This design comes from an exercise in tuning for small area on the open sky130 flow, not from production work. Only simulation tests tie the RTL to the original design; equivalence was not proved. The clock port is modelled as an ideal driver; clocking choices that lean on that would not hold on a real chip. Power is estimated from default activity; no workload was simulated.

[run.sh]
#!/bin/bash
# synth_recipe.tcl (not shown) runs the flow's synth.tcl, then flattens the netlist and writes it again
# the make line also repeats each setting of config.mk as NAME=value (left out here)
make -C /OpenROAD-flow-scripts/flow DESIGN_CONFIG=/design/flow/config.mk WORK_HOME=/design/flow/orfs CLKGATE_MAP_FILE= SYNTH_SCRIPT=/design/flow/synth_recipe.tcl finish
[design.v]
package result_ram_pkg;
    localparam int RES_DATA_W = 32;
    localparam int RES_ADDR_W = 6;
    localparam int RES_DEPTH  = 64;
    typedef logic [RES_DATA_W-1:0] res_word_t;
    typedef logic [RES_ADDR_W-1:0] res_addr_t;
endpackage
module result_ram_tracker
#(
    parameter int ADDR_W = result_ram_pkg::RES_ADDR_W,
    parameter int DEPTH  = result_ram_pkg::RES_DEPTH
) (
    input  logic              clk,
    input  logic              rst_n,
    input  logic              clr,
    input  logic              wr_fire,
    input  logic              in_range,
    input  logic [ADDR_W-1:0] addr,
    output logic              valid,
    output logic [ADDR_W:0]   wr_count,
    output logic              full
);
    localparam logic [ADDR_W:0] DEPTH_C = (ADDR_W + 1)'(DEPTH);
    logic [DEPTH-1:0] written_q, written_d;
    logic [ADDR_W:0]  count_q, count_d;
    always_ff @(posedge clk or negedge rst_n) begin
        if (!rst_n) begin
            written_q <= '0;
            count_q   <= '0;
        end else begin
            written_q <= written_d;
            count_q   <= count_d;
        end
    end
    always_comb begin
        written_d = written_q;
        count_d   = count_q;
        if (clr) begin
            written_d = '0;
            count_d   = '0;
        end else if (wr_fire) begin
            written_d[addr] = 1'b1;
            if (!written_q[addr]) begin
                count_d = count_q + 1'b1;
            end
        end
    end
    always_comb begin
        valid    = in_range && written_q[addr];
        wr_count = count_q;
        full     = (count_q == DEPTH_C);
    end
endmodule
module result_ram
#(
    parameter int DATA_W = result_ram_pkg::RES_DATA_W,
    parameter int ADDR_W = result_ram_pkg::RES_ADDR_W,
    parameter int DEPTH  = result_ram_pkg::RES_DEPTH
) (
    input  logic              clk,
    input  logic              rst_n,
    input  logic              we,
    input  logic [ADDR_W-1:0] addr,
    input  logic [DATA_W-1:0] din,
    output logic [DATA_W-1:0] dout,
    output logic              dout_valid,
    output logic [ADDR_W:0]   wr_count,
    output logic              full
);
    localparam logic [ADDR_W:0] DEPTH_C = (ADDR_W + 1)'(DEPTH);
    logic [DATA_W-1:0] RAM [0:DEPTH-1];
    logic in_range;
    logic wr_fire;
    logic clr_i;
    assign clr_i = 1'b0;
    always_comb begin
        in_range = ({1'b0, addr} < DEPTH_C);
        wr_fire  = we && in_range && !clr_i;
    end
    always_ff @(posedge clk or negedge rst_n) begin
        if (!rst_n) begin
            for (int i = 0; i < DEPTH; i++) begin
                RAM[i] <= '0;
            end
        end else if (wr_fire) begin
            RAM[addr] <= din;
        end
    end
    always_comb begin
        dout = in_range ? RAM[addr] : '0;
    end
    result_ram_tracker #(
        .ADDR_W (ADDR_W),
        .DEPTH  (DEPTH)
    ) u_tracker (
        .clk      (clk),
        .rst_n    (rst_n),
        .clr      (clr_i),
        .wr_fire  (wr_fire),
        .in_range (in_range),
        .addr     (addr),
        .valid    (dout_valid),
        .wr_count (wr_count),
        .full     (full)
    );
endmodule
[constraint.sdc]
create_clock -name core_clock -period 10.0 [get_ports {clk}]
set_input_delay 2.0000 -clock core_clock [delete_from_list [all_inputs] [get_ports {clk}]]
set_output_delay 2.0000 -clock core_clock [all_outputs]
set_load 0.01 [all_outputs]
[config.mk]
export PLATFORM = sky130hd
export DESIGN_NAME = result_ram
export DESIGN_NICKNAME = result_ram
export VERILOG_FILES = /design/flow/design.v
export SDC_FILE = /design/flow/constraint.sdc
export NUM_CORES = 4
export LEC_CHECK = 0
export CAP_MARGIN = 20
export CORE_MARGIN = 2
export CORE_UTILIZATION = 40
export SLEW_MARGIN = 20
==> flow_metrics.env, run 1 <==
export IMPL_fin_crit_sh_pct=90.7
export IMPL_nets=6748
export IMPL_pwr_density_cell_mw_per_mm2=200
export IMPL_clock_fmax_mhz=110
export IMPL_min_delay_start="u_tracker.written_q[43]"
export IMPL_ant_nets=0
export IMPL_cts_max_level=4
export IMPL_drc_errors=0
export IMPL_worst_pin_slew_ps=1320
export IMPL_grt_max_degree=181
export IMPL_fin_util_pct=45.6
export IMPL_comb_power_share_pct=10.1
export IMPL_fin_area_sq_mm=0.105
export IMPL_syn_to_final_growth_pct=13.7
export IMPL_async_flop_share_pct=100
export IMPL_required_ps=8000
export IMPL_ff2ff_setup_slack_ps=7810
export IMPL_clk_pin_slew_worst_paths_ps=60
export IMPL_max_stage_delay_ps=1050
export IMPL_routedWlPerCell_um=40.1
export IMPL_path_depth=12
export IMPL_intPower_w=0.0157
export IMPL_worst_path_buf_inv=4
export IMPL_netlist_instances=6820
export IMPL_setup_violations=0
export IMPL_synth_largest_area_cell="dfrtp_1"
export IMPL_cp_slowest_cell="nor2_4"
export IMPL_p_leak_nw=49.0
export IMPL_grt_pass1_vias=65319
export IMPL_core_region_area_sq_mm=0.230
export IMPL_dpl_hpwl_um=231000
export IMPL_min_period_ps=9070
export IMPL_place_area_sq_mm=0.0973
export IMPL_cts_hold_buf=0
export IMPL_clock_latency_ps=910
export IMPL_critPathKind="primary input to output port"
export IMPL_hold_class="flop to flop"
export IMPL_layout_drive_gt1_share_pct=41.6
export IMPL_crit_fanout=19
export IMPL_min_to="u_tracker.written_q[43]"
export IMPL_fin_skew_ps=32.1
export IMPL_synth_cell_type_count=67
export IMPL_num_vias=66776
export IMPL_hold_path_depth=1
export IMPL_status="timing/DRC/antenna clean"
export IMPL_yosys_warnings=3
export IMPL_io_pins=82
export IMPL_p_sw_w=0.00532
export IMPL_wirelength_um=398000
export IMPL_routed_via_density=6.72
export IMPL_seq_area_frac_synth_pct=57.5
export IMPL_port_buffers=81
export IMPL_path_cells="clkdlybuf4s50_1 > inv_1 > ha_1 > nand3b_1 > nor2_4 > buf_4 > a22oi_1 > nand4_1 > nor2_1 > nand4_1 > mux2_2 > clkdlybuf4s50_1"
export IMPL_p_clk_share_pct=40.4
export IMPL_synth_avg_cell_area_sq_um=13.5
export IMPL_rsz0062_at_grt="no"
export IMPL_drt_iter0_drc=9455
export IMPL_r2r_end="u_tracker.count_q[1]"
export IMPL_layout_cells_non_filler=9933
export IMPL_dr_pass1_iters=7
export IMPL_synth_area_leaders="dfrtp_1, mux2_2, a22oi_1, clkbuf_1, nand2_1"
export IMPL_rows=176
export IMPL_gp_congestion=0.926
export IMPL_die_w_um=484
export IMPL_grt_usage_pct=33.4
export IMPL_maxCapViolations=0
export IMPL_gr_total_overflow=0
export IMPL_tns_ps=0
export IMPL_switching_share_pct=25.4
export IMPL_initial_core_util_pct=40.2
export IMPL_end_kind="output port"
export IMPL_cp_arrival_ps=7070
export IMPL_relSlewSlack_pct=12.0
export IMPL_dp_cells=9501
export IMPL_reg2reg_depth=6
export IMPL_cts_tree="built"
export IMPL_post_cts_buffers=0
export IMPL_critical_path_top_delay_family="simple AND/OR/NAND/NOR gates"
export IMPL_hold_violations=0
export IMPL_numCtsBuffers=222
export IMPL_vdd_drop_max_uv=186
export IMPL_cp_start_kind="primary input"
export IMPL_die_height_um=484
export IMPL_ys_ff_latch=2119
export IMPL_netlist_area_sq_mm=0.0922
export IMPL_die_area_sq_mm=0.234
export IMPL_power_frac_seq_pct=49.4
export IMPL_synth_edf_count=0
export IMPL_synth_nets=6868
export IMPL_synth_top_area_share_pct=57.5
export IMPL_grt_pass1_wl_um=547000
export IMPL_antenna_found_initial=24
export IMPL_drv_slew=0
export IMPL_clock_sinks=2119
export IMPL_cts_resized_gates=0
export IMPL_cts_buffer_depth=3
export IMPL_cts_root_buf="clkbuf_16"
export IMPL_r2r_start="u_tracker.written_q[25]"
export IMPL_synth_flop_cell="dfrtp_1"
final cells by class:
type	instances	area, sq um
Timing Repair Buffer	336	3100
Clock buffer	334	6570
Antenna cell	21	52.6
Tap cell	3026	3790
Sequential cell	2119	53000
Inverter	9	33.8
Clock inverter	76	855
Fill cell	20280	125000
Multi-Input combinational cell	4012	37400
flip-flops by register name (all words and copies together) (netlist names):
signal	count
RAM	2048
u_tracker.written_q	64
u_tracker.count_q	7
kinds of logic after synthesis:
kind of cell,share of synthesized area (%)
DFF,57.5
buffers and inverters,2.93
xor gates and xnor gates,0.0855
AOI/OAI and AO/OA,9.21
adders and majority gates,0.0950
muxes,26.0
and+or+nand+nor,4.22
cell usage in the layout (no fill, tap or decap), types with 45 or more instances in the layout:
master / instances
dfrtp_1: 2119
clkinv_2: 45
nor3_1: 49
a221oi_1: 59
mux2_2: 2073
mux2i_1: 48
nor2_4: 60
buf_4: 235
nand4_1: 136
a22oi_1: 790
clkbuf_8: 53
clkbuf_1: 56
o21bai_1: 63
a22o_1: 76
nand2_1: 214
clkbuf_16: 225
routing by layer:
| layer | track usage, % | wire [um] | share of wire [%] | vias up |
|---|---|---|---|---|
| li1 | - | - | - | 25099 |
| met2 | 48.2 | 169000 | 43 | 4608 |
| met4 | 20.1 | 27900 | 7.0 | 22 |
| met5 | 0 | 153 | 0.038 | - |
| met3 | 10.7 | 46900 | 12 | 1305 |
| met1 | 43.8 | 154000 | 39 | 35742 |
synthesized netlist by cell type, types with 52 or more instances:
| library cell | n |
|---|---|
| clkbuf_1 | 395 |
| dfrtp_1 | 2119 |
| buf_1 | 209 |
| nor2_1 | 93 |
| a22o_1 | 76 |
| buf_2 | 71 |
| and3_1 | 52 |
| o21bai_1 | 63 |
| a221oi_1 | 59 |
| a22oi_1 | 790 |
| nand2_1 | 248 |
| nand4_1 | 136 |
| mux2_2 | 2073 |
| nor3_1 | 58 |
worst max-delay path by stage:
stage                       start       end  slack [ps]
after detailed placement  addr[0]   dout[7]        1180
after CTS                 addr[0]   dout[7]        1150
final                     addr[0]  dout[15]         930
after floorplan           addr[1]  dout[24]        2950
after global routing      addr[0]  dout[19]        1000
after global placement    addr[0]  dout[13]        1010
power groups by stage:
stage / combinational, W / clock, W / sequential (W)
after floorplan: 0.00139 / 0 / 0.0103
after global placement: 0.00202 / 0 / 0.0105
after detailed placement: 0.00210 / 0 / 0.0105
after CTS: 0.00211 / 0.00851 / 0.0104
after global routing: 0.00227 / 0.00888 / 0.0105
final: 0.00212 / 0.00849 / 0.0104
metrics by stage:
stage / worst slack, ps / hold slack (ps) / power (W)
after floorplan: 2950 / 441 / 0.0117
after global placement: 1010 / 457 / 0.0125
after detailed placement: 1180 / 461 / 0.0126
after CTS: 1150 / 476 / 0.0210
after global routing: 1000 / 490 / 0.0217
final: 930 / 474 / 0.0210
==> run 2, diff against run 1 <==
==> design.v (replaced) <==
package result_ram_pkg;
    localparam int RES_DATA_W = 32;
    localparam int RES_ADDR_W = 6;
    localparam int RES_DEPTH  = 64;
    typedef logic [RES_DATA_W-1:0] res_word_t;
    typedef logic [RES_ADDR_W-1:0] res_addr_t;
endpackage
module result_ram_tracker (
    input  logic        clk,
    input  logic        rst_n,
    input  logic        we,
    input  logic [63:0] wsel,       
    input  logic        valid,      
    output logic [63:0] written,
    output logic [6:0]  wr_count,
    output logic        full
);
    logic [63:0] written_q;
    logic [6:0]  count_q;
    always_ff @(posedge clk or negedge rst_n) begin
        if (!rst_n) begin
            written_q <= '0;
            count_q   <= '0;
        end else begin
            written_q <= written_q | wsel;
            count_q   <= count_q + {6'd0, we & ~valid};
        end
    end
    assign written  = written_q;
    assign wr_count = count_q;
    assign full     = count_q[6];    
endmodule
module result_ram_bit (
    input  logic clk,
    input  logic s,
    input  logic ns,
    input  logic dp,
    output logic q
);
    always_ff @(posedge clk) begin
        q <= ~((dp | ns) & (q | s));
    end
endmodule
module result_ram_aoi3 (
    input  logic [2:0] s,
    input  logic [2:0] d,
    output logic       y
);
    assign y = ~|(s & d);
endmodule
module result_ram_aoi2 (
    input  logic [1:0] s,
    input  logic [1:0] d,
    output logic       y
);
    assign y = ~|(s & d);
endmodule
module result_ram_rdbit (
    input  logic [63:0] sel,
    input  logic [63:0] d,
    output logic        o
);
    logic [21:0] y;
    for (genvar k = 0; k < 20; k++) begin : g_a3
        result_ram_aoi3 u_a (.s(sel[3*k +: 3]), .d(d[3*k +: 3]), .y(y[k]));
    end
    result_ram_aoi2 u_a20 (.s(sel[61:60]), .d(d[61:60]), .y(y[20]));
    result_ram_aoi2 u_a21 (.s(sel[63:62]), .d(d[63:62]), .y(y[21]));
    assign o = ~&y;
endmodule
module result_ram (
    input  logic        clk,
    input  logic        rst_n,
    input  logic        we,
    input  logic [5:0]  addr,
    input  logic [31:0] din,
    output logic [31:0] dout,
    output logic        dout_valid,
    output logic [6:0]  wr_count,
    output logic        full
);
    logic        ph;
    logic [63:0] dec, wsel, nwsel, rsel, written;
    logic [31:0] dp, rd;
    logic [63:0] qt [32];     
    always_ff @(posedge clk or negedge rst_n) begin
        if (!rst_n) ph <= 1'b0;
        else        ph <= ~ph;
    end
    assign dp = din ^ {32{ph}};
    always_comb begin
        for (int i = 0; i < 64; i++) begin
            dec[i] = (addr == 6'(i));
        end
    end
    assign wsel  = dec & {64{we}};
    assign nwsel = ~wsel;
    assign rsel  = dec & written;
    for (genvar i = 0; i < 64; i++) begin : g_row
        for (genvar b = 0; b < 32; b++) begin : g_bit
            result_ram_bit u_bit (
                .clk (clk),
                .s   (wsel[i]),
                .ns  (nwsel[i]),
                .dp  (dp[b]),
                .q   (qt[b][i])
            );
        end
    end
    for (genvar b = 0; b < 32; b++) begin : g_rd
        result_ram_rdbit u_rd (.sel(rsel), .d(qt[b]), .o(rd[b]));
    end
    assign dout_valid = |rsel;
    assign dout       = rd ^ {32{ph & dout_valid}};
    result_ram_tracker u_tracker (
        .clk      (clk),
        .rst_n    (rst_n),
        .we       (we),
        .wsel     (wsel),
        .valid    (dout_valid),
        .written  (written),
        .wr_count (wr_count),
        .full     (full)
    );
endmodule
--- a/config.mk
+++ b/config.mk
@@ -9,3 +9,4 @@
 export CORE_MARGIN = 2
 export CORE_UTILIZATION = 40
 export SLEW_MARGIN = 20
+export SYNTH_HIERARCHICAL = 1
==> run 2 against run 1 <==
Net effect:
- now fails the layout checks on setup timing
- non-clock buffer count grew 64
- via count shrank 7.8%
- critical path depth is the same
- synthesized area shrank 27%
- die area shrank 27%
- clock power shrank 2%
- global-route usage shrank 1.8 points
- sequential share of layout area grew 2.0 points
- worst setup slack lost 1100 ps
- sequential power grew 5%
- final cell count shrank 14%
- wire length shrank 28%
- critical path type unchanged
- largest cell class unchanged
==> flow_metrics.env, run 2 <==
export IMPL_synth_top_area_share_pct=60.7
export IMPL_use_met2_pct=45.2
export IMPL_synth_avg_cell_area_sq_um=12.1
export IMPL_hold_path_depth=1
export IMPL_cp_arrival_ps=8130
export IMPL_cts_root_buf="clkbuf_16"
export IMPL_netlist_area_sq_mm=0.0676
export IMPL_synth_largest_area_cell="dfxtp_1"
export IMPL_grt_pass1_wl_um=410000
export IMPL_nFillCells=14887
export IMPL_crit_path_end="dout[17]"
export IMPL_grt_pass1_vias=57287
export IMPL_netlist_top_cells_count="dfxtp_1, o22ai_1, a222oi_1"
export IMPL_yosys_warnings=10
export IMPL_critPathKind="primary input to output port"
export IMPL_dr_pass1_iters=9
export IMPL_seq_area_frac_synth_pct=63.3
export IMPL_reg2reg_depth=4
export IMPL_nets=6179
export IMPL_die_area_sq_mm=0.172
export IMPL_synth_cell_type_count=59
export IMPL_clk_pin_slew_worst_paths_ps=60
export IMPL_synth_simple_area_share_pct=4.49
export IMPL_routedWlPerCell_um=33.7
export IMPL_fin_ws_ps=-127
export IMPL_cp_start_kind="primary input"
export IMPL_r2r_end="g_row[16].g_bit[19].u_bit.q"
export IMPL_min_period_ps=10130
export IMPL_fin_util_pct=48.7
export IMPL_synth_edf_count=0
export IMPL_ys_ff_latch=2120
export IMPL_worst_pin_slew_ps=1330
export IMPL_crit_fanout=18
export IMPL_port_buffers=81
export IMPL_clock_latency_ps=920
export IMPL_synth_flop_cell="dfxtp_1"
export IMPL_required_ps=8000
export IMPL_antenna_found_initial=10
export IMPL_hold_violations=0
export IMPL_synthAdderAreaFrac_pct=0.0370
export IMPL_r2r_start="ph"
export IMPL_drc_errors=0
export IMPL_busiest_layer="met2"
export IMPL_top_register="g_row.g_bit.u_bit.q"
export IMPL_cts_tree="built"
export IMPL_core_region_area_sq_mm=0.167
export IMPL_gp_congestion=1.02
export IMPL_ant_nets=0
export IMPL_p_leak_nw=30.0
export IMPL_fin_skew_ps=40.8
export IMPL_clock_fmax_mhz=98.7
export IMPL_relSlewSlack_pct=10.3
export IMPL_muxShareOfSynthArea_pct=0.163
export IMPL_end_kind="output port"
export IMPL_num_vias=61544
export IMPL_reg_top3="g_row.g_bit.u_bit.q (2048), u_tracker.written_q (64), u_tracker.count_q (7)"
export IMPL_hold_slack_ps=432
export IMPL_cts_buffer_depth=3
export IMPL_critPathLaunch="addr[3]"
export IMPL_io_pins=82
export IMPL_use_met3_pct=8.32
export IMPL_initial_core_util_pct=40.4
export IMPL_fin_crit_sh_pct=101
export IMPL_status="complete, but fails checks"
export IMPL_synth_nets=5616
export IMPL_synth_area_leaders="dfxtp_1, o22ai_1, a222oi_1, dfrtp_1, nand4_1"
export IMPL_vdd_drop_max_uv=177
export IMPL_tns_ps=-127
export IMPL_numCtsBuffers=206
export IMPL_hold_class="flop to flop"
export IMPL_dpl_hpwl_um=171000
export IMPL_rsz0062_at_grt="no"
export IMPL_synth_top_family_by_area="compound AO/OA/AOI/OAI gates"
export IMPL_post_cts_buffers=0
export IMPL_netlist_instances=5573
export IMPL_die_w_um=415
export IMPL_grt_usage_pct=31.6
export IMPL_grt_max_degree=66
export IMPL_clock_sinks=2120
export IMPL_pwr_density_cell_mw_per_mm2=255
export IMPL_violations="setup timing"
export IMPL_cts_max_level=4
export IMPL_layout_drive_gt1_share_pct=14.2
export IMPL_drv_slew=0
export IMPL_die_height_um=415
export IMPL_ff2ff_setup_slack_ps=6210
export IMPL_final_cell_mix="o22ai_1, dfxtp_1, a222oi_1"
export IMPL_synthXorXnorAreaFrac_pct=1.23
export IMPL_syn_to_final_growth_pct=20.6
export IMPL_gr_total_overflow=0
export IMPL_routed_via_density=7.22
export IMPL_rows=150
export IMPL_maxCapViolations=0
export IMPL_synth_compound_area_share_pct=30.0
export IMPL_grtUsageMet1_pct=43.3
export IMPL_drt_iter0_drc=11547
export IMPL_largest_reg_flops=2048
export IMPL_async_flop_share_pct=3.40
export IMPL_wirelength_um=287000
export IMPL_setup_violations=1
[run 2: area by class of cell]
cell class	count	area [sq um]	area share, %
sequential	2120	42800	52.5
multi-input combinational	3342	25000	30.7
clock buffer	312	6170	7.57
timing repair buffer	400	3270	4.01
tap	2204	2760	3.38
clock inverter	77	1220	1.50
inverter	66	248	0.304
antenna	6	15.0	0.0184
[run 2: where the power goes]
part	internal (W)	total (W)	switching, W	leakage (nW)
combinational	0.000717	0.00158	0.000865	7.59
sequential	0.00999	0.0109	0.000870	18.8
clock	0.00483	0.00833	0.00350	3.61
total	0.0155	0.0208	0.00524	30.0
[run 2: cell families after synthesis]
| family | count (synthesis) |
|---|---|
| and+or+nand+nor | 482 |
| xor gates and xnor gates | 69 |
| muxes | 9 |
| AOI/OAI and AO/OA | 2780 |
| DFF | 2120 |
| buffers and inverters | 111 |
| adders and majority gates | 2 |
[run 2: repair_timing]
action,4_1_cts,5_1_grt
hold buffers,0,0
resized for setup,0,1
setup endpoints to repair,0,1
hold endpoints to repair,0,0
[run 2: worst min path at each step]
| stage | from | endpoint |
|---|---|---|
| after floorplan | g_row[0].g_bit[0].u_bit.q | g_row[0].g_bit[0].u_bit.q |
| after global placement | g_row[51].g_bit[17].u_bit.q | g_row[51].g_bit[17].u_bit.q |
| after detailed placement | g_row[0].g_bit[12].u_bit.q | g_row[0].g_bit[12].u_bit.q |
| after CTS | g_row[30].g_bit[0].u_bit.q | g_row[30].g_bit[0].u_bit.q |
| after global routing | g_row[36].g_bit[8].u_bit.q | g_row[36].g_bit[8].u_bit.q |
| final | g_row[19].g_bit[14].u_bit.q | g_row[19].g_bit[14].u_bit.q |
[run 2: metal layers]
layer	vias to the layer above	wire length, um	share of wire (%)
met4	2	17700	6.2
met3	755	36000	13
li1	25657	-	-
met1	30671	113000	39
met5	-	13	0.0045
met2	4459	120000	42
[run 2: metrics by stage]
stage | power, W | std cells | instance area (sq um) | worst slack [ps]
after detailed placement | 0.0125 | 8130 | 74000 | 307
final | 0.0208 | 8527 | 81500 | -127
after floorplan | 0.0117 | 5573 | 67600 | 3340
after global routing | 0.0214 | 8523 | 81500 | 88.3
after global placement | 0.0124 | 8129 | 74000 | -96.5
after CTS | 0.0207 | 8519 | 81400 | 286
[run 2: worst max-delay path, stage by stage]
cell             delay (ps)
clkdlybuf4s50_1         770
buf_4                   360
and4bb_1                260
buf_4                   220
and2_1                  490
buf_4                   390
a222oi_1                880
nand4_1                 730
nor4_4                  850
nand4_1                 310
xor2_2                  250
clkdlybuf4s50_1         570
[run 2: Yosys stat by module, one instance, submodules excluded]
| module | cells inside | times used | flip-flops and latches |
|---|---|---|---|
| result_ram | 400 | 1 | 1 |
| result_ram_tracker | 149 | 1 | 71 |
| result_ram_rdbit | 7 | 32 | 0 |
| result_ram_bit | 2 | 2048 | 1 |
| result_ram_aoi2 | 1 | 64 | 0 |
| result_ram_aoi3 | 1 | 640 | 0 |
==> run 3, diff against run 2 <==
==> flow/run.sh (new file) <==
#!/bin/bash
# Standard ORFS layout, with the clock tree built from small clock buffers
# and without CTS dummy loads. The CTS settings are chosen by trying a few
# candidates on the placed design and taking the smallest tree whose
# flip-flop clock-pin slew (placement estimate) stays under a margin.
set -uo pipefail
here=$(pwd)
R=$here/orfs/results/$FLOW_PLATFORM/result_ram/base

bash standard.sh place > standard_place.log 2>&1 || exit 1

B=sky130_fd_sc_hd__clkbuf_
common="-sink_clustering_enable -repair_clock_nets -dont_use_dummy_load"
cands=(
  "$common -buf_list ${B}4 -sink_clustering_size 8 -sink_clustering_max_diameter 60"
  "$common -buf_list ${B}4 -sink_clustering_size 8 -sink_clustering_max_diameter 40"
  "$common -buf_list ${B}2 -sink_clustering_size 5 -sink_clustering_max_diameter 30"
  "$common -buf_list ${B}2"
  "$common -buf_list ${B}8 -sink_clustering_size 14 -sink_clustering_max_diameter 40"
  "$common -buf_list ${B}4"
  "$common -buf_list ${B}16"
)
mkdir -p cts_try
i=0
for c in "${cands[@]}"; do
  ( ODB=$R/3_place.odb SDC=$R/3_place.sdc CTSARGS="$c" \
      openroad -no_init -exit $here/flow/cts_try.tcl > cts_try/try_$i.log 2>&1 ) &
  i=$((i+1))
  if (( i % 4 == 0 )); then wait; fi
done
wait

best=""; best_area=1e18
i=0
for c in "${cands[@]}"; do
  line=$(grep '^RESULT' cts_try/try_$i.log || true)
  if [[ -n $line ]]; then
    area=$(echo "$line" | awk '{print $3}'); slew=$(echo "$line" | awk '{print $5}')
    echo "cand $i area $area slew $slew : $c" >> cts_try/summary.txt
    if awk -v s="$slew" -v a="$area" -v b="$best_area" 'BEGIN{exit !(s < 0.100 && a < b)}'; then
      best="$c"; best_area=$area
    fi
  fi
  i=$((i+1))
done
if [[ -z $best ]]; then best="-sink_clustering_enable -repair_clock_nets"; fi
echo "chosen: $best" >> cts_try/summary.txt

export CTS_ARGS="$best"
bash standard.sh > standard_finish.log 2>&1
==> flow/cts_try.tcl (new file) <==
set P $::env(FLOW_HOME)/platforms/sky130hd
read_lef $P/lef/sky130_fd_sc_hd.tlef
read_lef $P/lef/sky130_fd_sc_hd_merged.lef
read_liberty $P/lib/sky130_fd_sc_hd__tt_025C_1v80.lib
read_db $::env(ODB)
read_sdc $::env(SDC)
source $P/setRC.tcl
set_dont_use {sky130_fd_sc_hd__probe_p_8 sky130_fd_sc_hd__probec_p_8 sky130_fd_sc_hd__lpflow_*}
set a0 0
foreach inst [[ord::get_db_block] getInsts] { set m [$inst getMaster]; if {[$m getType] eq "CORE"} {set a0 [expr {$a0 + [$m getWidth]*[$m getHeight]/1e6}]} }
eval clock_tree_synthesis $::env(CTSARGS)
set_propagated_clock [all_clocks]
estimate_parasitics -placement
set a1 0
foreach inst [[ord::get_db_block] getInsts] { set m [$inst getMaster]; if {[$m getType] eq "CORE"} {set a1 [expr {$a1 + [$m getWidth]*[$m getHeight]/1e6}]} }
set worst 0
foreach pin [get_pins -hierarchical */CLK] {
  foreach e {rise fall} { foreach an {min max} { set s [get_property $pin slew_${an}_$e]; if {$s > $worst} {set worst $s} } }
}
puts "RESULT added_area [expr {$a1-$a0}] worst_clk_slew $worst"
report_clock_skew
==> standard.sh (new file) <==
#!/bin/bash
# synth_recipe.tcl (not shown) runs the flow's synth.tcl, then flattens the netlist and writes it again
# the make line also repeats each setting of config.mk as NAME=value (left out here)
make -C /OpenROAD-flow-scripts/flow DESIGN_CONFIG=/design/flow/config.mk WORK_HOME=/design/flow/orfs CLKGATE_MAP_FILE= SYNTH_SCRIPT=/design/flow/synth_recipe.tcl "${@:-finish}"
--- a/config.mk
+++ b/config.mk
@@ -7,6 +7,6 @@
 export LEC_CHECK = 0
 export CAP_MARGIN = 20
 export CORE_MARGIN = 2
-export CORE_UTILIZATION = 40
+export CORE_UTILIZATION = 60
 export SLEW_MARGIN = 20
 export SYNTH_HIERARCHICAL = 1
removed: run.sh
==> run 3 against run 2 <==
Net effect:
- now clean on timing, DRC and antenna
- combinational power barely moved
- design area decreased by 7.3%
- wire length shrank 1.9%
- critical path depth up 1
- non-clock buffer count fell by 9
- synthesized cell count did not move
- largest power group unchanged
- critical path type unchanged
- register-to-register slack got worse by 270 ps
- clock power down 49%
- synthesized area unchanged
- sequential share of layout area grew 4.2 points
==> flow_metrics.env, run 3 <==
export IMPL_status="timing/DRC/antenna clean"
export IMPL_final_cell_mix="o22ai_1, dfxtp_1, a222oi_1"
export IMPL_clock_fmax_mhz=104
export IMPL_cp_common_cell="buf_4"
export IMPL_synth_cell_type_count=59
export IMPL_vdd_drop_max_uv=129
export IMPL_netlist_top_cells_count="dfxtp_1, o22ai_1, a222oi_1"
export IMPL_fin_skew_ps=128
export IMPL_synth_avg_cell_area_sq_um=12.1
export IMPL_clock_latency_ps=1300
export IMPL_synth_top_family_by_area="compound AO/OA/AOI/OAI gates"
export IMPL_die_area_sq_mm=0.115
export IMPL_initial_core_util_pct=60.3
export IMPL_cts_tree="built"
export IMPL_dpl_hpwl_um=169000
export IMPL_synth_simple_area_share_pct=4.49
export IMPL_layout_drive_gt1_share_pct=13.9
export IMPL_maxCapViolations=0
export IMPL_clk_pin_slew_worst_paths_ps=80
export IMPL_wirelength_um=282000
export IMPL_synthAdderAreaFrac_pct=0.0370
export IMPL_max_stage_delay_ps=1010
export IMPL_grt_usage_pct=47.1
export IMPL_min_period_ps=9570
export IMPL_layout_cells_non_filler=7751
export IMPL_syn_to_final_growth_pct=11.7
export IMPL_critPathKind="primary input to output port"
export IMPL_hold_class="flop to flop"
export IMPL_netlist_instances=5573
export IMPL_drc_errors=0
export IMPL_grt_pass1_wl_um=405000
export IMPL_gr_total_overflow=0
export IMPL_relSlewSlack_pct=10.2
export IMPL_nets=6282
export IMPL_rows=123
export IMPL_ys_ff_latch=2120
export IMPL_min_delay_start="g_row[22].g_bit[25].u_bit.q"
export IMPL_drt_iter0_drc=13250
export IMPL_numCtsBuffers=318
export IMPL_dr_pass1_iters=13
export IMPL_ant_nets=0
export IMPL_r2r_start="ph"
export IMPL_fin_crit_sh_pct=95.7
export IMPL_antenna_found_initial=10
export IMPL_path_cells="clkdlybuf4s50_1 > buf_4 > nor4_2 > buf_4 > and3_1 > buf_4 > a222oi_1 > nand4_1 > nor4_1 > buf_4 > nand4_1 > xor2_2 > clkdlybuf4s50_1"
export IMPL_worst_path_buf_inv=6
export IMPL_top_register="g_row.g_bit.u_bit.q"
export IMPL_cts_hold_buf=0
export IMPL_rsz0062_at_grt="no"
export IMPL_seq_area_frac_synth_pct=63.3
export IMPL_cp_start_kind="primary input"
export IMPL_core_region_area_sq_mm=0.112
export IMPL_clock_sinks=2120
export IMPL_synth_flop_cell="dfxtp_1"
export IMPL_cts_resized_gates=0
export IMPL_synth_largest_area_cell="dfxtp_1"
export IMPL_nFillCells=8758
export IMPL_worst_pin_slew_ps=1350
export IMPL_routedWlPerCell_um=36.3
export IMPL_netlist_area_sq_mm=0.0676
export IMPL_async_flop_share_pct=3.40
export IMPL_die_w_um=340
export IMPL_routed_via_density=8.10
export IMPL_p_leak_nw=27.8
export IMPL_dp_cells=7407
export IMPL_tns_ps=0
export IMPL_synthXorXnorAreaFrac_pct=1.23
export IMPL_crit_fanout=21
export IMPL_critical_path_top_delay_family="buffers and inverters"
export IMPL_required_ps=8000
export IMPL_cp_arrival_ps=7570
export IMPL_port_buffers=81
export IMPL_synth_top_area_share_pct=60.7
export IMPL_gp_congestion=1.01
export IMPL_yosys_warnings=10
export IMPL_grt_max_degree=65
export IMPL_muxShareOfSynthArea_pct=0.163
export IMPL_pwr_density_cell_mw_per_mm2=221
export IMPL_synth_edf_count=0
export IMPL_synth_nets=5616
export IMPL_reg_top3="g_row.g_bit.u_bit.q (2048), u_tracker.written_q (64), u_tracker.count_q (7)"
export IMPL_largest_reg_flops=2048
export IMPL_num_vias=62777
export IMPL_critPathLaunch="addr[0]"
export IMPL_drv_slew=0
export IMPL_cp_slowest_cell="nor4_1"
export IMPL_grt_pass1_vias=57876
export IMPL_setup_violations=0
export IMPL_synth_compound_area_share_pct=30.0
export IMPL_die_height_um=340
export IMPL_synth_area_leaders="dfxtp_1, o22ai_1, a222oi_1, dfrtp_1, nand4_1"
export IMPL_post_cts_buffers=0
export IMPL_hold_violations=0
export IMPL_end_kind="output port"
export IMPL_io_pins=82
## run 3: final timing paths
check,slack [ps],cells past startpoint,to
min,440,1,g_row[22].g_bit[25].u_bit.q
max,430,13,dout[28]
min in group asynchronous,550,1,u_tracker.count_q[5]
min reg2reg,440,1,g_row[22].g_bit[25].u_bit.q
max reg2reg,5940,4,g_row[58].g_bit[20].u_bit.q
max in group asynchronous,8130,2,ph
## run 3: layout make-up
class                   instances  area (sq um)  area share [%]
diodes                         14          35.0          0.0464
clock buffers                 318          2390            3.16
inverters                      66           248           0.328
multi-input cells            3342         25000            33.1
flip-flops and latches       2120         42800            56.7
well taps                    1500          1880            2.49
repair buffers                391          3200            4.23
## run 3: cell families (layout without fill, tap and decap cells)
| family | after synthesis | in the layout |
|---|---|---|
| flops | 2120 | 2120 |
| xor+xnor | 69 | 69 |
| mux | 9 | 9 |
| buf+inv | 111 | 775 |
| fa+ha+maj | 2 | 2 |
| other cells | 0 | 14 |
| simple gates | 482 | 482 |
| compound gates | 2780 | 2780 |
## run 3: where the power goes
group          total, W  internal [W]  switching (W)
Combinational   0.00159      0.000718       0.000874
Sequential       0.0109       0.00997       0.000878
Clock           0.00425       0.00147        0.00279
## run 3: per-stage QoR
step                      area [sq um]  utilization [%]  total power (W)  hold slack [ps]  setup slack, ps
after detailed placement         73000             65.1           0.0125              426              718
after CTS                        75400             67.3           0.0166              437              712
after floorplan                  67600                -           0.0117              411             3340
after global routing             75500             67.4           0.0173              444              595
after global placement           73000             65.1           0.0124              417              640
final                            75500             67.4           0.0167              436              425
## run 3: Yosys stat by module (local to each module, per instance)
module / area, sq um / cells / copies in the design / flops+latches
result_ram_aoi3: 10.0 / 1 / 640 / 0
result_ram: 2790 / 400 / 1 / 1
result_ram_aoi2: 12.5 / 1 / 64 / 0
result_ram_rdbit: 46.3 / 7 / 32 / 0
result_ram_bit: 26.3 / 2 / 2048 / 1
result_ram_tracker: 2290 / 149 / 1 / 71
## run 3: layer usage
layer / GRT usage, % / share of wire [%] / up-vias / wire, um
met5: 0 / 0.019 / - / 54
met4: 26.4 / 6.7 / 8 / 18800
met3: 18.6 / 16 / 926 / 46200
met2: 63.2 / 40 / 5388 / 111000
met1: 64.3 / 37 / 30707 / 105000
li1: - / - / 25748 / -
==> run 4, diff against run 3 <==
--- a/design.v
+++ b/design.v
@@ -48,24 +48,16 @@
 );
     assign y = ~|(s & d);
 endmodule
-module result_ram_aoi2 (
-    input  logic [1:0] s,
-    input  logic [1:0] d,
-    output logic       y
-);
-    assign y = ~|(s & d);
-endmodule
 module result_ram_rdbit (
     input  logic [63:0] sel,
     input  logic [63:0] d,
     output logic        o
 );
     logic [21:0] y;
-    for (genvar k = 0; k < 20; k++) begin : g_a3
+    for (genvar k = 0; k < 21; k++) begin : g_a3
         result_ram_aoi3 u_a (.s(sel[3*k +: 3]), .d(d[3*k +: 3]), .y(y[k]));
     end
-    result_ram_aoi2 u_a20 (.s(sel[61:60]), .d(d[61:60]), .y(y[20]));
-    result_ram_aoi2 u_a21 (.s(sel[63:62]), .d(d[63:62]), .y(y[21]));
+    assign y[21] = ~(sel[63] & d[63]);
     assign o = ~&y;
 endmodule
 module result_ram (
--- a/flow/run.sh
+++ b/flow/run.sh
@@ -7,6 +7,7 @@
 here=$(pwd)
 R=$here/orfs/results/$FLOW_PLATFORM/result_ram/base
 
+export BUFFER_PORTS_ARGS="-buffer_cell sky130_fd_sc_hd__buf_2"
 bash standard.sh place > standard_place.log 2>&1 || exit 1
 
 B=sky130_fd_sc_hd__clkbuf_
@@ -47,4 +48,5 @@
 echo "chosen: $best" >> cts_try/summary.txt
 
 export CTS_ARGS="$best"
+export BUFFER_PORTS_ARGS="-buffer_cell sky130_fd_sc_hd__buf_2"
 bash standard.sh > standard_finish.log 2>&1
--- a/config.mk
+++ b/config.mk
@@ -8,5 +8,6 @@
 export CAP_MARGIN = 20
 export CORE_MARGIN = 2
 export CORE_UTILIZATION = 60
+export SETUP_SLACK_MARGIN = 0.2
 export SLEW_MARGIN = 20
 export SYNTH_HIERARCHICAL = 1
==> run 4 against run 3 <==
Net effect:
- register-to-register slack gained 380 ps
- final cell count fell by 0.88%
- first-iteration DRC count decreased by 10%
- combinational power is 8% lower
- global-route usage shrank 2.1 points
- count of clock-buffer cells in the layout is 4 lower
- highest routed layer unchanged
==> flow_metrics.env, run 4 <==
export IMPL_synth_flop_cell="dfxtp_1"
export IMPL_numCtsBuffers=314
export IMPL_routedWlPerCell_um=35.1
export IMPL_worst_pin_slew_ps=1350
export IMPL_synth_cell_type_count=58
export IMPL_rows=122
export IMPL_use_met2_pct=63.5
export IMPL_cts_hold_buf=0
export IMPL_port_buffers=81
export IMPL_max_stage_delay_ps=1100
export IMPL_antenna_found_initial=11
export IMPL_clock_sinks=2120
export IMPL_synth_area_leaders="dfxtp_1, o22ai_1, a222oi_1, dfrtp_1, nand4_1"
export IMPL_yosys_warnings=10
export IMPL_maxCapViolations=0
export IMPL_final_cell_mix="o22ai_1, dfxtp_1, a222oi_1"
export IMPL_gr_total_overflow=0
export IMPL_largest_reg_flops=2048
export IMPL_path_cells="buf_2 > and4b_1 > and2_2 > a222oi_1 > nand4_1 > nor4_1 > nand2_1 > xor2_2 > buf_2"
export IMPL_synth_largest_area_cell="dfxtp_1"
export IMPL_grt_max_degree=65
export IMPL_cp_arrival_ps=6540
export IMPL_ant_nets=0
export IMPL_cp_common_cell="buf_2"
export IMPL_status="timing/DRC/antenna clean"
export IMPL_hold_class="flop to flop"
export IMPL_rsz0062_at_grt="no"
export IMPL_drv_slew=0
export IMPL_required_ps=8000
export IMPL_netlist_area_sq_mm=0.0673
export IMPL_min_period_ps=8540
export IMPL_initial_core_util_pct=60.6
export IMPL_place_area_sq_mm=0.0717
export IMPL_setup_violations=0
export IMPL_core_region_area_sq_mm=0.111
export IMPL_synth_edf_count=0
export IMPL_netlist_top_cells_count="dfxtp_1, o22ai_1, a222oi_1"
export IMPL_dr_pass1_iters=13
export IMPL_drc_errors=0
export IMPL_synth_top_area_share_pct=61.0
export IMPL_synth_avg_cell_area_sq_um=12.0
export IMPL_p_leak_nw=27.9
export IMPL_vdd_drop_max_uv=120
export IMPL_reg_top3="g_row.g_bit.u_bit.q (2048), u_tracker.written_q (64), u_tracker.count_q (7)"
export IMPL_wirelength_um=270000
export IMPL_dpl_hpwl_um=154000
export IMPL_layout_cells_non_filler=7683
export IMPL_drt_iter0_drc=11907
export IMPL_end_kind="output port"
export IMPL_tns_ps=0
export IMPL_grt_usage_pct=44.9
export IMPL_netlist_instances=5605
export IMPL_relSlewSlack_pct=9.14
export IMPL_ys_ff_latch=2120
export IMPL_use_met3_pct=16.3
export IMPL_die_area_sq_mm=0.115
export IMPL_num_vias=62018
export IMPL_io_pins=82
export IMPL_hold_violations=0
export IMPL_die_w_um=339
export IMPL_pwr_density_cell_mw_per_mm2=223
export IMPL_cts_tree="built"
export IMPL_gp_congestion=1.03
export IMPL_clock_latency_ps=1290
export IMPL_crit_fanout=32
export IMPL_top_register="g_row.g_bit.u_bit.q"
export IMPL_nets=6222
export IMPL_synth_nets=5648
export IMPL_routed_via_density=8.07
export IMPL_die_height_um=339
export IMPL_cts_resized_gates=0
export IMPL_fin_area_sq_mm=0.0741
export IMPL_async_flop_share_pct=3.40
export IMPL_cp_slowest_cell="nor4_1"
export IMPL_clock_fmax_mhz=117
export IMPL_seq_area_frac_synth_pct=63.6
export IMPL_grt_pass1_wl_um=390000
export IMPL_cp_start_kind="primary input"
export IMPL_busiest_layer="met2"
export IMPL_syn_to_final_growth_pct=10.2
export IMPL_fin_crit_sh_pct=85.4
export IMPL_fin_skew_ps=102
export IMPL_critPathKind="primary input to output port"
export IMPL_grt_pass1_vias=58418
export IMPL_grtUsageMet1_pct=58.0
export IMPL_clk_pin_slew_worst_paths_ps=80
export IMPL_post_cts_buffers=0
export IMPL_layout_drive_gt1_share_pct=13.2
export IMPL_dp_cells=7349
-- run 4: kinds of logic (layout without fill, tap and decap cells) --
logic type                 after synthesis  in the layout  synth area share, %
AOI/OAI and AO/OA                     2780           2780                 29.8
xor gates and xnor gates                69             69                 1.23
adders and majority gates                2              2               0.0372
buffers and inverters                  111            683                0.744
DFF                                   2120           2120                 63.6
muxes                                    9              9                0.164
other                                    0             18                    0
and+or+nand+nor                        514            514                 4.39
-- run 4: path summary, 6_finish.rpt --
path | slack (ps) | cells after the start | endpoint | startpoint
min in group asynchronous | 660 | 1 | u_tracker.count_q[6] | rst_n
max in group asynchronous | 8220 | 2 | u_tracker.written_q[62] | rst_n
worst min-delay path | 440 | 1 | g_row[46].g_bit[2].u_bit.q | g_row[46].g_bit[2].u_bit.q
worst min register to register | 440 | 1 | g_row[46].g_bit[2].u_bit.q | g_row[46].g_bit[2].u_bit.q
worst max register to register | 6320 | 10 | u_tracker.count_q[4] | u_tracker.written_q[57]
worst max-delay path | 1460 | 9 | dout[28] | addr[0]
-- run 4: Yosys stat by module, one instance, submodules excluded --
module | flops+latches | area (sq um)
result_ram_bit | 1 | 26.3
result_ram_tracker | 71 | 2290
result_ram_aoi3 | 0 | 10.0
result_ram_rdbit | 0 | 51.3
result_ram | 1 | 2790
-- run 4: power breakdown --
part / leakage (nW) / internal [W] / switching [W] / total (W)
Clock: 1.44 / 0.00145 / 0.00276 / 0.00421
Combinational: 7.61 / 0.000631 / 0.000839 / 0.00147
Sequential: 18.8 / 0.00997 / 0.000845 / 0.0108
Total: 27.9 / 0.0121 / 0.00445 / 0.0165
-- run 4: metal layers --
metal / wire length, um / part of all wire [%] / vias to the layer above
li1: - / - / 25667
met1: 97700 / 36 / 30122
met2: 110000 / 41 / 5207
met3: 42100 / 16 / 1002
met4: 19300 / 7.2 / 20
met5: 360 / 0.13 / -
-- run 4: critical path: cells and delay by family --
kind / cells / cell delay (ps)
AO/OA/AOI/OAI: 1 / 520
buffers and inverters: 2 / 710
AND/OR/NAND/NOR: 5 / 2980
XOR/XNOR: 1 / 280
-- run 4: through the flow --
stage	total power (W)	util, %	hold WS, ps	setup WS [ps]
after global routing	0.0171	66.8	444	1660
after global placement	0.0123	64.5	417	1150
after floorplan	0.0117	-	411	3480
after CTS	0.0164	66.7	437	1760
after detailed placement	0.0124	64.6	426	1770
final	0.0165	66.8	436	1460
-- run 4: final cells by class --
type                            instances  area, sq um
Inverter                               66          248
Timing Repair Buffer                  303         2090
Fill cell                            8800        36800
Multi-Input combinational cell       3374        24700
Tap cell                             1488         1860
Clock buffer                          314         2360
Sequential cell                      2120        42800
Antenna cell                           18         45.0
==> run 5, diff against run 4 <==
--- a/config.mk
+++ b/config.mk
@@ -5,9 +5,9 @@
 export SDC_FILE = /design/flow/constraint.sdc
 export NUM_CORES = 4
 export LEC_CHECK = 0
-export CAP_MARGIN = 20
+export CAP_MARGIN = 5
 export CORE_MARGIN = 2
-export CORE_UTILIZATION = 60
+export CORE_UTILIZATION = 70
 export SETUP_SLACK_MARGIN = 0.2
-export SLEW_MARGIN = 20
+export SLEW_MARGIN = 5
 export SYNTH_HIERARCHICAL = 1
==> run 5 against run 4 <==
Net effect:
- the layout now fails its checks (capacitance limit, slew limit)
- sequential share of layout area up 0.17 points
- worst setup slack worse by 360 ps
- combinational power about the same
- first-iteration DRC count increased by 18%
- count of clock-buffer cells in the layout is 1 higher
- final cell count decreased by 2.7%
- die area is 14% lower
- critical path type unchanged
==> flow_metrics.env, run 5 <==
export IMPL_gp_congestion=1.02
export IMPL_reg2reg_depth=10
export IMPL_worst_path_buf_inv=3
export IMPL_syn_to_final_growth_pct=9.90
export IMPL_max_stage_delay_ps=1220
export IMPL_critical_path_top_delay_family="simple AND/OR/NAND/NOR gates"
export IMPL_ff2ff_setup_slack_ps=6300
export IMPL_async_flop_share_pct=3.40
export IMPL_ant_nets=0
export IMPL_nets=6242
export IMPL_rsz0062_at_grt="no"
export IMPL_grt_usage_pct=51.9
export IMPL_top_register="g_row.g_bit.u_bit.q"
export IMPL_cp_slowest_cell="nor4_2"
export IMPL_layout_drive_gt1_share_pct=13.1
export IMPL_clock_fmax_mhz=112
export IMPL_r2r_end="u_tracker.count_q[4]"
export IMPL_status="complete, but fails checks"
export IMPL_pwr_density_cell_mw_per_mm2=223
export IMPL_tns_ps=0
export IMPL_comb_power_share_pct=9.0
export IMPL_clock_sinks=2120
export IMPL_drt_iter0_drc=14017
export IMPL_crit_fanout=26
export IMPL_netlist_top_cells_count="dfxtp_1, o22ai_1, a222oi_1"
export IMPL_hold_path_depth=1
export IMPL_hold_violations=0
export IMPL_die_height_um=314
export IMPL_fin_skew_ps=113
export IMPL_final_cell_mix="o22ai_1, dfxtp_1, a222oi_1"
export IMPL_routed_via_density=8.52
export IMPL_routedWlPerCell_um=35.4
export IMPL_synth_largest_area_cell="dfxtp_1"
export IMPL_cp_arrival_ps=6900
export IMPL_clock_latency_ps=1240
export IMPL_cts_resized_gates=0
export IMPL_ys_ff_latch=2120
export IMPL_netlist_instances=5605
export IMPL_cts_tree="built"
export IMPL_synth_avg_cell_area_sq_um=12.0
export IMPL_seqCellArea_sq_mm=0.0428
export IMPL_grt_pass1_wl_um=385000
export IMPL_gr_total_overflow=0
export IMPL_reg_top3="g_row.g_bit.u_bit.q (2048), u_tracker.written_q (64), u_tracker.count_q (7)"
export IMPL_synth_flop_cell="dfxtp_1"
export IMPL_clk_pin_slew_worst_paths_ps=80
export IMPL_fin_ws_ps=1100
export IMPL_synth_area_leaders="dfxtp_1, o22ai_1, a222oi_1, dfrtp_1, nand4_1"
export IMPL_hold_class="flop to flop"
export IMPL_grt_max_degree=66
export IMPL_cts_hold_buf=0
export IMPL_fin_crit_sh_pct=89.0
export IMPL_synth_edf_count=0
export IMPL_rows=113
export IMPL_maxCapViolations=2
export IMPL_die_w_um=314
export IMPL_min_to="g_row[55].g_bit[27].u_bit.q"
export IMPL_power_frac_seq_pct=65.7
export IMPL_wirelength_um=264000
export IMPL_min_period_ps=8900
export IMPL_drc_errors=0
export IMPL_num_vias=63674
export IMPL_relSlewSlack_pct=-4.91
export IMPL_p_leak_nw=28.0
export IMPL_antenna_found_initial=23
export IMPL_required_ps=8000
export IMPL_violations="capacitance limit, slew limit"
export IMPL_synth_top_area_share_pct=61.0
export IMPL_seq_area_frac_synth_pct=63.6
export IMPL_setup_violations=0
export IMPL_nFillCells=6405
export IMPL_p_clk_share_pct=25.3
export IMPL_synth_nets=5648
export IMPL_initial_core_util_pct=70.7
export IMPL_grt_pass1_vias=59817
export IMPL_die_area_sq_mm=0.0986
export IMPL_path_cells="buf_2 > and4b_1 > and2_1 > buf_4 > a222oi_1 > nand4_1 > nor4_2 > nand2_1 > xor2_2 > buf_2"
export IMPL_vdd_drop_max_uv=159
export IMPL_cp_common_cell="buf_2"
export IMPL_min_delay_start="g_row[55].g_bit[27].u_bit.q"
export IMPL_io_pins=82
export IMPL_core_region_area_sq_mm=0.0952
export IMPL_yosys_warnings=10
export IMPL_multi_input_area_sq_mm=0.0247
export IMPL_end_kind="output port"
export IMPL_critPathKind="primary input to output port"
export IMPL_numCtsBuffers=315
export IMPL_netlist_area_sq_mm=0.0673
export IMPL_cp_start_kind="primary input"
export IMPL_r2r_start="u_tracker.written_q[3]"
export IMPL_drv_slew=4
export IMPL_hold_slack_ps=436
export IMPL_worst_pin_slew_ps=1560
export IMPL_port_buffers=81
export IMPL_place_ws_ps=1650
export IMPL_dpl_hpwl_um=153000
export IMPL_synth_cell_type_count=58
export IMPL_dr_pass1_iters=11
export IMPL_post_cts_buffers=0
export IMPL_largest_reg_flops=2048
export IMPL_p_sw_w=0.00444
export IMPL_switching_share_pct=26.9
export IMPL_intPower_w=0.0121
run 5: final cells by class:
class / count / area share [%]
Timing Repair Buffer: 322 / 3.00
Sequential cell: 2120 / 57.9
Clock buffer: 315 / 3.20
Inverter: 66 / 0.335
Multi-Input combinational cell: 3374 / 33.4
Antenna cell: 12 / 0.0406
Tap cell: 1265 / 2.14
run 5: worst max path at each step:
stage	cells after the start	slack [ps]	startpoint	endpoint
6_report	10	1100	addr[2]	dout[2]
5_1_grt	10	1280	addr[2]	dout[2]
4_1_cts	10	1620	addr[2]	dout[8]
3_5_place_dp	10	1650	addr[2]	dout[8]
3_3_place_gp	10	1030	addr[2]	dout[27]
2_1_floorplan	10	3480	addr[1]	dout[0]
run 5: cells by family (layout without fill, tap and decap cells):
logic type               after synthesis  count (layout)  synth area share (%)
AO/OA/AOI/OAI                       2780            2780                  29.8
AND/OR/NAND/NOR                      514             514                  4.39
other                                  0              12                     0
flip-flops                          2120            2120                  63.6
adder cells (fa/ha/maj)                2               2                0.0372
multiplexers                           9               9                 0.164
XOR/XNOR                              69              69                  1.23
buffers and inverters                111             703                 0.744
run 5: through the flow:
step	util (%)	cells	instance area [sq um]	power, W
2_1_floorplan	-	5605	67300	0.0117
3_3_place_gp	75.1	7142	71400	0.0122
3_5_place_dp	75.1	7146	71500	0.0124
4_1_cts	77.6	7461	73900	0.0163
5_1_grt	77.7	7467	73900	0.0171
6_report	77.7	7474	73900	0.0165
run 5: power by group through the flow:
stage	sequential (W)	combinational, W	clock (W)
finish	0.0108	0.00149	0.00417
global route	0.0110	0.00159	0.00449
CTS	0.0108	0.00142	0.00413
detailed placement	0.0110	0.00142	0
global placement	0.0109	0.00132	0
floorplan	0.0107	0.000978	0
run 5: Yosys stat by module, one instance, submodules excluded:
module | flops+latches | area (sq um) | copies in the design
result_ram | 1 | 2790 | 1
result_ram_tracker | 71 | 2290 | 1
result_ram_rdbit | 0 | 51.3 | 32
result_ram_bit | 1 | 26.3 | 2048
result_ram_aoi3 | 0 | 10.0 | 672
run 5: metal layers:
metal / share of wire (%) / track usage (%) / vias up
li1: - / - / 25670
met1: 34 / 65.7 / 30281
met2: 39 / 70.4 / 6257
met3: 18 / 22.5 / 1438
met4: 8.7 / 37.0 / 28
met5: 0.19 / 2.47 / -
==> run 6, diff against run 5 <==
--- a/design.v
+++ b/design.v
@@ -17,12 +17,16 @@
 );
     logic [63:0] written_q;
     logic [6:0]  count_q;
+    logic [63:0] written_d;
+    for (genvar i = 0; i < 64; i++) begin : g_flag
+        result_ram_or2 u_or (.a(written_q[i]), .b(wsel[i]), .y(written_d[i]));
+    end
     always_ff @(posedge clk or negedge rst_n) begin
         if (!rst_n) begin
             written_q <= '0;
             count_q   <= '0;
         end else begin
-            written_q <= written_q | wsel;
+            written_q <= written_d;
             count_q   <= count_q + {6'd0, we & ~valid};
         end
     end
@@ -60,6 +64,20 @@
     assign y[21] = ~(sel[63] & d[63]);
     assign o = ~&y;
 endmodule
+module result_ram_or2 (
+    input  logic a,
+    input  logic b,
+    output logic y
+);
+    assign y = a | b;
+endmodule
+module result_ram_xor2 (
+    input  logic a,
+    input  logic b,
+    output logic y
+);
+    assign y = a ^ b;
+endmodule
 module result_ram (
     input  logic        clk,
     input  logic        rst_n,
@@ -79,7 +97,9 @@
         if (!rst_n) ph <= 1'b0;
         else        ph <= ~ph;
     end
-    assign dp = din ^ {32{ph}};
+    for (genvar b = 0; b < 32; b++) begin : g_dp
+        result_ram_xor2 u_x (.a(din[b]), .b(ph), .y(dp[b]));
+    end
     always_comb begin
         for (int i = 0; i < 64; i++) begin
             dec[i] = (addr == 6'(i));
@@ -103,7 +123,11 @@
         result_ram_rdbit u_rd (.sel(rsel), .d(qt[b]), .o(rd[b]));
     end
     assign dout_valid = |rsel;
-    assign dout       = rd ^ {32{ph & dout_valid}};
+    logic ph_v;
+    assign ph_v = ph & dout_valid;
+    for (genvar b = 0; b < 32; b++) begin : g_do
+        result_ram_xor2 u_x (.a(rd[b]), .b(ph_v), .y(dout[b]));
+    end
     result_ram_tracker u_tracker (
         .clk      (clk),
         .rst_n    (rst_n),
--- a/config.mk
+++ b/config.mk
@@ -5,9 +5,9 @@
 export SDC_FILE = /design/flow/constraint.sdc
 export NUM_CORES = 4
 export LEC_CHECK = 0
-export CAP_MARGIN = 5
+export CAP_MARGIN = 20
 export CORE_MARGIN = 2
-export CORE_UTILIZATION = 70
+export CORE_UTILIZATION = 60
 export SETUP_SLACK_MARGIN = 0.2
-export SLEW_MARGIN = 5
+export SLEW_MARGIN = 20
 export SYNTH_HIERARCHICAL = 1
==> run 6 against run 5 <==
Net effect:
- now clean on timing, DRC and antenna
- clock power increased by 2%
- worst setup slack improved by 540 ps
- hold slack got worse by 2.0 ps
- synthesized cell count about the same
- total power about the same
- largest cell class unchanged
==> flow_metrics.env, run 6 <==
export IMPL_final_cell_mix="o22ai_1, dfxtp_1, a222oi_1"
export IMPL_synth_top_area_share_pct=61.3
export IMPL_port_buffers=81
export IMPL_die_w_um=338
export IMPL_clock_fmax_mhz=120
export IMPL_largest_reg_flops=2048
export IMPL_fin_ws_ps=1640
export IMPL_die_height_um=338
export IMPL_grt_pass1_vias=59000
export IMPL_gr_total_overflow=0
export IMPL_critical_path_top_delay_family="simple AND/OR/NAND/NOR gates"
export IMPL_worst_pin_slew_ps=1240
export IMPL_numCtsBuffers=320
export IMPL_dpl_hpwl_um=157000
export IMPL_drv_slew=0
export IMPL_dp_cells=7374
export IMPL_relSlewSlack_pct=17.5
export IMPL_dr_pass1_iters=12
export IMPL_netlist_instances=5603
export IMPL_grt_max_degree=66
export IMPL_async_flop_share_pct=3.40
export IMPL_ys_ff_latch=2120
export IMPL_reg2reg_depth=11
export IMPL_clk_pin_slew_worst_paths_ps=60
export IMPL_initial_core_util_pct=60.5
export IMPL_fin_skew_ps=99.5
export IMPL_grt_pass1_wl_um=396000
export IMPL_io_pins=82
export IMPL_routedWlPerCell_um=35.6
export IMPL_status="timing/DRC/antenna clean"
export IMPL_netlist_top_cells_count="o22ai_1, dfxtp_1, a222oi_1"
export IMPL_hold_violations=0
export IMPL_place_ws_ps=1980
export IMPL_cp_arrival_ps=6360
export IMPL_seq_area_frac_synth_pct=64.0
export IMPL_critPathKind="primary input to output port"
export IMPL_rows=122
export IMPL_hold_slack_ps=434
export IMPL_antenna_found_initial=19
export IMPL_drc_errors=0
export IMPL_switching_share_pct=27.0
export IMPL_finalPower_w=0.0165
export IMPL_synth_flop_cell="dfxtp_1"
export IMPL_gp_congestion=0.978
export IMPL_pwr_density_cell_mw_per_mm2=223
export IMPL_synth_area_leaders="dfxtp_1, o22ai_1, a222oi_1, dfrtp_1, nand4_1"
export IMPL_cts_hold_buf=0
export IMPL_num_vias=62678
export IMPL_critPathLaunch="addr[0]"
export IMPL_worst_path_buf_inv=4
export IMPL_cts_resized_gates=0
export IMPL_clock_latency_ps=1320
export IMPL_yosys_warnings=10
export IMPL_rsz0062_at_grt="no"
export IMPL_ant_nets=0
export IMPL_synth_avg_cell_area_sq_um=11.9
export IMPL_maxCapViolations=0
export IMPL_tns_ps=0
export IMPL_p_clk_share_pct=25.8
export IMPL_layout_cells_non_filler=7712
export IMPL_comb_power_share_pct=8.7
export IMPL_r2r_start="u_tracker.written_q[62]"
export IMPL_crit_fanout=26
export IMPL_reg_top3="g_row.g_bit.u_bit.q (2048), u_tracker.written_q (64), u_tracker.count_q (7)"
export IMPL_clock_sinks=2120
export IMPL_layout_commonest_cell="o22ai_1"
export IMPL_routed_via_density=8.13
export IMPL_cts_tree="built"
export IMPL_drt_iter0_drc=12900
export IMPL_r2r_end="u_tracker.count_q[4]"
export IMPL_setup_violations=0
export IMPL_synth_largest_area_cell="dfxtp_1"
export IMPL_netlist_area_sq_mm=0.0668
export IMPL_grt_usage_pct=46.6
export IMPL_vdd_drop_max_uv=136
export IMPL_path_depth=12
export IMPL_die_area_sq_mm=0.114
export IMPL_p_sw_w=0.00445
export IMPL_syn_to_final_growth_pct=10.8
export IMPL_wirelength_um=274000
export IMPL_synth_cell_type_count=48
export IMPL_synth_nets=5646
export IMPL_max_stage_delay_ps=1020
export IMPL_nets=6254
export IMPL_p_leak_nw=27.8
export IMPL_power_frac_seq_pct=65.5
export IMPL_hold_class="flop to flop"
export IMPL_min_period_ps=8360
export IMPL_post_cts_buffers=0
export IMPL_cp_slowest_cell="nor4bb_2"
export IMPL_path_cells="buf_2 > nor4bb_2 > nand2_1 > nor2_2 > buf_4 > a222oi_1 > nand4_1 > nor4_1 > buf_4 > nand2_1 > xor2_1 > buf_2"
export IMPL_crit_path_end="dout[7]"
export IMPL_layout_drive_gt1_share_pct=12.0
export IMPL_required_ps=8000
export IMPL_cp_start_kind="primary input"
export IMPL_fin_crit_sh_pct=83.6
export IMPL_top_register="g_row.g_bit.u_bit.q"
export IMPL_intPower_w=0.0121
export IMPL_core_region_area_sq_mm=0.111
export IMPL_yosysMostFrequentCell="o22ai_1"
export IMPL_ff2ff_setup_slack_ps=5810
export IMPL_end_kind="output port"
export IMPL_synth_edf_count=0
-- run 6: changes by cell type after synthesis, moves of 4 or more --
cell / change
nand3_1: +6
and2_1: -7
and3b_1: -5
buf_2: -6
xor2_2: -30
or2_1: +64
a22oi_1: +6
nand2_1: +9
or2_2: -63
a32o_1: -5
clkbuf_1: +4
xor2_1: +30
nor2_1: +6
-- run 6: routing by layer --
| layer | vias to the layer above | part of all wire, % | wire length (um) | GRT usage [%] |
|---|---|---|---|---|
| li1 | 25764 | - | - | - |
| met1 | 30264 | 36 | 98200 | 60.1 |
| met2 | 5490 | 39 | 108000 | 62.9 |
| met3 | 1136 | 17 | 45300 | 19.3 |
| met4 | 24 | 8.0 | 22000 | 32.9 |
| met5 | - | 0.19 | 519 | 1.23 |
-- run 6: power by group through the flow --
| stage | Combinational [W] | Sequential, W | Clock (W) |
|---|---|---|---|
| floorplan | 0.000926 | 0.0107 | 0 |
| global placement | 0.00130 | 0.0109 | 0 |
| detailed placement | 0.00139 | 0.0109 | 0 |
| CTS | 0.00138 | 0.0108 | 0.00426 |
| global route | 0.00155 | 0.0109 | 0.00462 |
| finish | 0.00144 | 0.0108 | 0.00426 |
-- run 6: layout make-up --
cell class,instances,area [sq um]
fillers,8803,36500
well taps,1488,1860
multi-input cells,3377,24400
repair buffers,325,2250
clock buffers,320,2400
diodes,15,37.5
flip-flops and latches,2120,42800
inverters,67,251
-- run 6: cells by family after synthesis --
family,share of synthesized area (%)
buf+inv,0.659
flops,64.0
compound gates,29.9
xor+xnor,0.904
simple gates,4.31
fa+ha+maj,0.0374
mux,0.116
-- run 6: worst min-delay path by stage --
| stage | startpoint | endpoint | slack, ps | cells past startpoint |
|---|---|---|---|---|
| 6_report | g_row[23].g_bit[20].u_bit.q | g_row[23].g_bit[20].u_bit.q | 430 | 1 |
| 3_3_place_gp | g_row[37].g_bit[31].u_bit.q | g_row[37].g_bit[31].u_bit.q | 420 | 1 |
| 2_1_floorplan | g_row[0].g_bit[0].u_bit.q | g_row[0].g_bit[0].u_bit.q | 410 | 1 |
| 4_1_cts | g_row[41].g_bit[9].u_bit.q | g_row[41].g_bit[9].u_bit.q | 440 | 1 |
| 5_1_grt | g_row[53].g_bit[0].u_bit.q | g_row[53].g_bit[0].u_bit.q | 440 | 1 |
| 3_5_place_dp | g_row[18].g_bit[30].u_bit.q | g_row[18].g_bit[30].u_bit.q | 430 | 1 |
-- run 6: through the flow --
stage | instance area [sq um] | utilization (%)
floorplan | 66800 | -
global route | 74000 | 67.0
finish | 74000 | 67.0
CTS | 73900 | 66.9
global placement | 71500 | 64.7
detailed placement | 71500 | 64.7
-- run 6: worst register-to-register path, cell delays in order, from the launching register on --
cell and delay [ps]:
dfrtp_1 390, and3_2 380, buf_4 340, nor4_1 410
nand2_1 120, nor4bb_2 690, nand3_1 440, nor2b_1 490
ha_1 280, ha_1 230, nand3_1 110, xnor2_1 140
-- run 6: per-module statistics from Yosys (local to each module, per instance) --
module / flops+latches / cell area (sq um) / times used / cells inside
result_ram_or2: 0 / 6.26 / 64 / 1
result_ram_rdbit: 0 / 51.3 / 32 / 9
result_ram: 1 / 1820 / 1 / 334
result_ram_xor2: 0 / 8.76 / 64 / 1
result_ram_tracker: 71 / 1890 / 1 / 85
result_ram_bit: 1 / 26.3 / 2048 / 2
result_ram_aoi3: 0 / 10.0 / 672 / 1

## separate check: timing with driven ports
Ports are ideal in the flow. The routed layouts listed here were re-timed in OpenROAD. Step 1 assumes that a clkbuf_16 drives the clock port and a buf_2 every other input. Step 2 moves the port delays by t, midway between the first and last clock arrival at a register: inputs arrive t later, outputs are due t later. That takes back most of the time a late clock gives input paths. a / b / c = no drivers / after step 1 / after step 2; a / b = the first two.
run | shift t [ns] | setup WS [ns] | worst slew at a driven data input, ns
run 1 | 0.984 | 0.930 / 0.898 / 0.898 | 0.13
run 2 | 0.982 | -0.127 / -0.229 / -0.229 | 0.20
run 3 | 1.320 | 0.425 / 0.324 / 0.324 | 0.11
run 4 | 1.306 | 1.460 / 1.307 / 1.307 | 0.14
run 5 | 1.268 | 1.096 / 0.939 / 0.939 | 0.18
run 6 | 1.340 | 1.641 / 1.617 / 1.617 | 0.18
The setup slack of run 5, which loses most, moves by -0.157 ns with the drivers and by -0.157 ns with both steps.
